Background: an optimization exercise with open tools, aiming at small area, a short achievable clock period and few clock cycles per item. Do not read the settings as production practice.
Where RTL was checked, it was by simulation tests only, not by an equivalence proof against the original. The flow treats the clock pin as an ideal source, which a real chip does not have.

Setup of JK:
// arp_cache
module arp_cache (
  input  logic        clk,
  input  logic        rst,
  input  logic        req_valid,
  output logic        req_stall,
  input  logic        req_mode,
  input  logic [31:0] req_ip,
  input  logic [47:0] req_mac,
  output logic        rsp_valid,
  input  logic        rsp_stall,
  output logic        rsp_hit,
  output logic [47:0] rsp_mac
);
Size: roughly 3,000 cells after synthesis, ~1,400 flip-flops, roughly 54,000 um^2 of cells after synthesis.
Settings: LEC_CHECK=0, ABC_CLOCK_PERIOD_IN_PS=1500, CAP_MARGIN=20, CORE_MARGIN=2, CORE_UTILIZATION=70, CTS_CLUSTER_DIAMETER=100, CTS_CLUSTER_SIZE=30, SETUP_SLACK_MARGIN=2.6, SLEW_MARGIN=20; clock period 5.0 ns.
standard.sh (not shown) runs the stock make flow with config.mk's settings and CLKGATE_MAP_FILE= SYNTH_SCRIPT=/design/flow/synth_recipe.tcl, a recipe that flattens the netlist after the stock synthesis.
==> flow/flow/run.sh <==
#!/bin/bash
# layout flow: the standard flow, with buf_2 cells as the port buffers and no dummy clock loads
export BUFFER_PORTS_ARGS="-buffer_cell sky130_fd_sc_hd__buf_2"
export CTS_ARGS="-sink_clustering_enable -repair_clock_nets -sink_clustering_size 30 -sink_clustering_max_diameter 100 -dont_use_dummy_load"
bash standard.sh > standard.log 2>&1
Testbench counts of JK, summed over its fixed seeds: cycles 18,012, items 18,000.
Modified inputs, MS compared to JK
# JK
export LEC_CHECK = 0
export ABC_CLOCK_PERIOD_IN_PS = 1500
export CAP_MARGIN = 20
export CORE_MARGIN = 2
export CORE_UTILIZATION = 70
export CTS_CLUSTER_DIAMETER = 100
export CTS_CLUSTER_SIZE = 30
export SETUP_SLACK_MARGIN = 2.6
export SLEW_MARGIN = 20
create_clock -name core_clock -period 5.0 [get_ports {clk}]
# MS
export LEC_CHECK = 0
export CAP_MARGIN = 20
export CORE_MARGIN = 2
export CORE_UTILIZATION = 70
export CTS_CLUSTER_DIAMETER = 100
export CTS_CLUSTER_SIZE = 30
export SETUP_SLACK_MARGIN = 2.6
export SLEW_MARGIN = 20
create_clock -name core_clock -period 5.0 [get_ports {clk}]
==> flow/flow/run.sh <==
#!/bin/bash
# layout flow: the standard flow, with buf_2 cells as the port buffers
export BUFFER_PORTS_ARGS="-buffer_cell sky130_fd_sc_hd__buf_2"
bash standard.sh > standard.log 2>&1
### Flow results
- Sort JK and MS by sum of met3 wire segment lengths after detailed routing, ascending, and JK comes first.
- Higher growth of design area from synthesis to finish among JK and MS: MS
- Re cell area: MS is 340 um^2 up on JK.

The RTL this note starts from:
==> flow/design.v <==
package arp_pkg;
  localparam int IP_W  = 32;
  localparam int MAC_W = 48;
  typedef struct packed {
    logic             mode;
    logic [IP_W-1:0]  ip_addr;
    logic [MAC_W-1:0] mac_in;
  } in_t;
  typedef struct packed {
    logic             hit;
    logic [MAC_W-1:0] mac_out;
  } out_t;
  localparam logic MODE_LOOKUP = 1'b0;
  localparam logic MODE_ADD    = 1'b1;
endpackage
module arp_cell (
  input  logic                      clk,
  input  logic                      wr_en,
  input  logic [arp_pkg::IP_W-1:0]  wr_ip,
  input  logic [arp_pkg::MAC_W-1:0] wr_mac,
  input  logic [arp_pkg::IP_W-1:0]  key,
  output logic                      match,
  output logic [arp_pkg::MAC_W-1:0] mac
);
  logic [arp_pkg::IP_W-1:0] ip;
  always_ff @(posedge clk) begin
    if (wr_en) begin
      ip  <= wr_ip;
      mac <= wr_mac;
    end
  end
  assign match = (ip == key);
endmodule
module arp_cache_table #(
  parameter int ENTRIES = 16
) (
  input  logic clk,
  input  logic rst,
  input  logic req_valid,
  output logic req_stall,
  input  arp_pkg::in_t  req,
  output logic rsp_valid,
  input  logic rsp_stall,
  output arp_pkg::out_t rsp
);
  localparam int IDX_W = (ENTRIES > 1) ? $clog2(ENTRIES) : 1;
  logic                      lk0;       
  logic                      ad0;       
  logic [arp_pkg::IP_W-1:0]  ip0;
  logic [arp_pkg::MAC_W-1:0] mac0;
  logic [ENTRIES-1:0]        hit_rd0;   
  logic [ENTRIES-1:0]        hit_wr0;   
  logic blocked;
  logic hold;
  logic accept;
  logic acc_add;
  assign hold      = blocked && rsp_stall;
  assign req_stall = hold;
  assign accept    = req_valid && !hold;
  assign acc_add   = accept && req.mode == arp_pkg::MODE_ADD;
  logic [ENTRIES-1:0]                      valid;
  logic [ENTRIES-1:0]                      match;
  logic [ENTRIES-1:0]                      wr_en;
  logic [ENTRIES-1:0][arp_pkg::MAC_W-1:0]  slot_mac;
  for (genvar i = 0; i < ENTRIES; i++) begin : g_slot
    arp_cell u_cell (
      .clk    (clk),
      .wr_en  (wr_en[i]),
      .wr_ip  (ip0),
      .wr_mac (mac0),
      .key    (req.ip_addr),
      .match  (match[i]),
      .mac    (slot_mac[i])
    );
  end
  logic               eq_prev;
  logic [ENTRIES-1:0] hit_in;
  assign eq_prev = (req.ip_addr == ip0);
  always_comb begin
    for (int i = 0; i < ENTRIES; i++) begin
      if (wr_en[i]) hit_in[i] = eq_prev;
      else          hit_in[i] = valid[i] && match[i];
    end
  end
  always_ff @(posedge clk) begin
    if (rst) begin
      lk0 <= 1'b0;
    end else if (!hold) begin
      lk0 <= accept && req.mode == arp_pkg::MODE_LOOKUP;
    end
  end
  always_ff @(posedge clk) begin
    if (rst) begin
      ad0 <= 1'b0;
    end else begin
      ad0 <= acc_add;
    end
  end
  always_ff @(posedge clk) begin
    if (!hold) begin
      hit_rd0 <= hit_in;
    end
  end
  always_ff @(posedge clk) begin
    hit_wr0 <= hit_in & {ENTRIES{acc_add}};
    ip0     <= req.ip_addr;
    mac0    <= req.mac_in;
  end
  logic [IDX_W-1:0]   alloc_idx;
  logic               full;
  logic [ENTRIES-1:0] alloc;
  logic               new_slot;
  always_comb begin
    for (int i = 0; i < ENTRIES; i++) begin
      valid[i] = full || (alloc_idx > IDX_W'(i));
      alloc[i] = (alloc_idx == IDX_W'(i));
    end
    new_slot = ad0 && !(|hit_wr0);
    wr_en    = hit_wr0 | (alloc & {ENTRIES{new_slot}});
  end
  always_ff @(posedge clk) begin
    if (rst) begin
      alloc_idx <= '0;
      full      <= 1'b0;
    end else if (new_slot) begin
      if (!full && alloc_idx == IDX_W'(ENTRIES - 1)) begin
        full      <= 1'b1;
        alloc_idx <= IDX_W'(1 % ENTRIES);
      end else begin
        alloc_idx <= IDX_W'(alloc_idx + 1'b1);
      end
    end
  end
  logic [arp_pkg::MAC_W-1:0] rd_mac;
  logic                      load_rsp;
  logic                      rv_next;
  always_comb begin
    rd_mac = '0;
    for (int i = 0; i < ENTRIES; i++) begin
      rd_mac = rd_mac | (slot_mac[i] & {arp_pkg::MAC_W{hit_rd0[i]}});
    end
  end
  assign load_rsp = !(rsp_valid && rsp_stall);
  assign rv_next  = load_rsp ? lk0 : 1'b1;
  always_ff @(posedge clk) begin
    if (rst) begin
      rsp_valid <= 1'b0;
      blocked   <= 1'b0;
    end else begin
      rsp_valid <= rv_next;
      blocked   <= rv_next && (hold ? 1'b1 : (accept && req.mode == arp_pkg::MODE_LOOKUP));
    end
  end
  always_ff @(posedge clk) begin
    if (load_rsp) begin
      rsp.hit     <= |hit_rd0;
      rsp.mac_out <= rd_mac;
    end
  end
endmodule
module arp_cache (
  input  logic        clk,
  input  logic        rst,
  input  logic        req_valid,
  output logic        req_stall,
  input  logic        req_mode,
  input  logic [31:0] req_ip,
  input  logic [47:0] req_mac,
  output logic        rsp_valid,
  input  logic        rsp_stall,
  output logic        rsp_hit,
  output logic [47:0] rsp_mac
);
  arp_pkg::in_t  req;
  arp_pkg::out_t rsp;
  assign req.mode    = req_mode;
  assign req.ip_addr = req_ip;
  assign req.mac_in  = req_mac;
  assign rsp_hit     = rsp.hit;
  assign rsp_mac     = rsp.mac_out;
  arp_cache_table #(.ENTRIES(16)) u_table (
    .clk(clk), .rst(rst), .req_valid(req_valid), .req_stall(req_stall), .req(req),
    .rsp_valid(rsp_valid), .rsp_stall(rsp_stall), .rsp(rsp)
  );
endmodule
==> flow/config.mk <==
export PLATFORM = sky130hd
export DESIGN_NAME = arp_cache
export DESIGN_NICKNAME = arp_cache
export VERILOG_FILES = /design/flow/design.v
export SDC_FILE = /design/flow/constraint.sdc
export NUM_CORES = 4
export LEC_CHECK = 0
export CAP_MARGIN = 20
export CORE_MARGIN = 2
export CORE_UTILIZATION = 70
export CTS_CLUSTER_DIAMETER = 100
export CTS_CLUSTER_SIZE = 30
export SETUP_SLACK_MARGIN = 2.5
export SLEW_MARGIN = 20
==> flow/constraint.sdc <==
create_clock -name core_clock -period 5.0 [get_ports {clk}]
set_input_delay 1.0000 -clock core_clock [delete_from_list [all_inputs] [get_ports {clk}]]
set_output_delay 1.0000 -clock core_clock [all_outputs]
set_load 0.01 [all_outputs]
==> flow/flow/run.sh <==
#!/bin/bash
# layout flow: the standard flow, with buf_2 cells as the port buffers and no dummy clock loads
export BUFFER_PORTS_ARGS="-buffer_cell sky130_fd_sc_hd__buf_2"
export CTS_ARGS="-sink_clustering_enable -repair_clock_nets -sink_clustering_size 30 -sink_clustering_max_diameter 100 -dont_use_dummy_load"
bash standard.sh > standard.log 2>&1
The first run went through all stages and came out clean.
Then changed:
--- a/flow/flow/run.sh
+++ b/flow/flow/run.sh
@@ -2 +2,2 @@
-# layout flow: the standard flow, with buf_2 cells as the port buffers and no dummy clock loads
+# layout flow: the standard flow with buf_2 port buffers, the input buffers of the
+# high-fanout inputs upsized after global placement, and no dummy clock loads
@@ -3,0 +5 @@
+export POST_GLOBAL_PLACE_TCL="$(pwd)/flow/post_gp.tcl"
==> flow/flow/post_gp.tcl (new file) <==
# after global placement: upsize the port buffers of the inputs with many loads
# (req_ip feeds the compare of every slot; rsp_stall, req_valid and req_mode feed the hold logic)
set block [ord::get_db_block]
foreach bt [$block getBTerms] {
  set name [$bt getName]
  if {[string match "req_ip*" $name] || $name eq "rsp_stall" || $name eq "req_valid" || $name eq "req_mode"} {
    set net [$bt getNet]
    foreach it [$net getITerms] {
      set inst [$it getInst]
      if {[[$inst getMaster] getName] ne "sky130_fd_sc_hd__buf_8"} {
        puts "upsizing port buffer [$inst getName] of $name"
        replace_cell [$inst getName] sky130_fd_sc_hd__buf_8
      }
    }
  }
}
Settings changed: SETUP_SLACK_MARGIN 2.5 to 2.6, TNS_END_PERCENT set to 20.
After rerunning: Design area goes down slightly; non-clock buffer count goes down by 54; global-route usage goes up by 0.90 points; register-to-register slack degrades by 0.09 ns; clock-buffer cell count stays the same; wire length hardly moves; synthesized cell count does not change.
No functional check of the RTL was part of any run of this note.

## afterwards: timing with drivers on the ports
No port has a modelled driver above. Below, the same layouts with a new extraction and two added sets of constraints. Step 1 sets driving cells, clkbuf_16 on the clock port and buf_2 on the other inputs (assumed; they add their load-dependent delay and slew). Step 2 times the ports against the registers' clock, not the clock port: input delays grow and output delays shrink by t, the midpoint of the rising clock arrivals with the driver on. Slacks: ideal / step 1 / step 2; pairs: ideal / step 1.
| run | t, ns | slack for setup (ns) | latest minus earliest clock arrival (ns) |
|---|---|---|---|
| JK | 0.711 | 2.523 / 2.556 / 1.845 | 0.073 / 0.074 |
| MS | 0.734 | 2.473 / 2.473 / 1.807 | 0.034 / 0.033 |
| the first run of note 2 | 0.737 | 2.328 / 2.328 / 1.716 | 0.089 / 0.088 |
| the second run of note 2 | 0.711 | 2.230 / 2.237 / 1.539 | 0.085 / 0.085 |
After both steps every run listed still meets setup and hold. The setup slack of the second run of note 2, which loses most, moves by +0.007 ns with the drivers and by -0.691 ns with both steps.
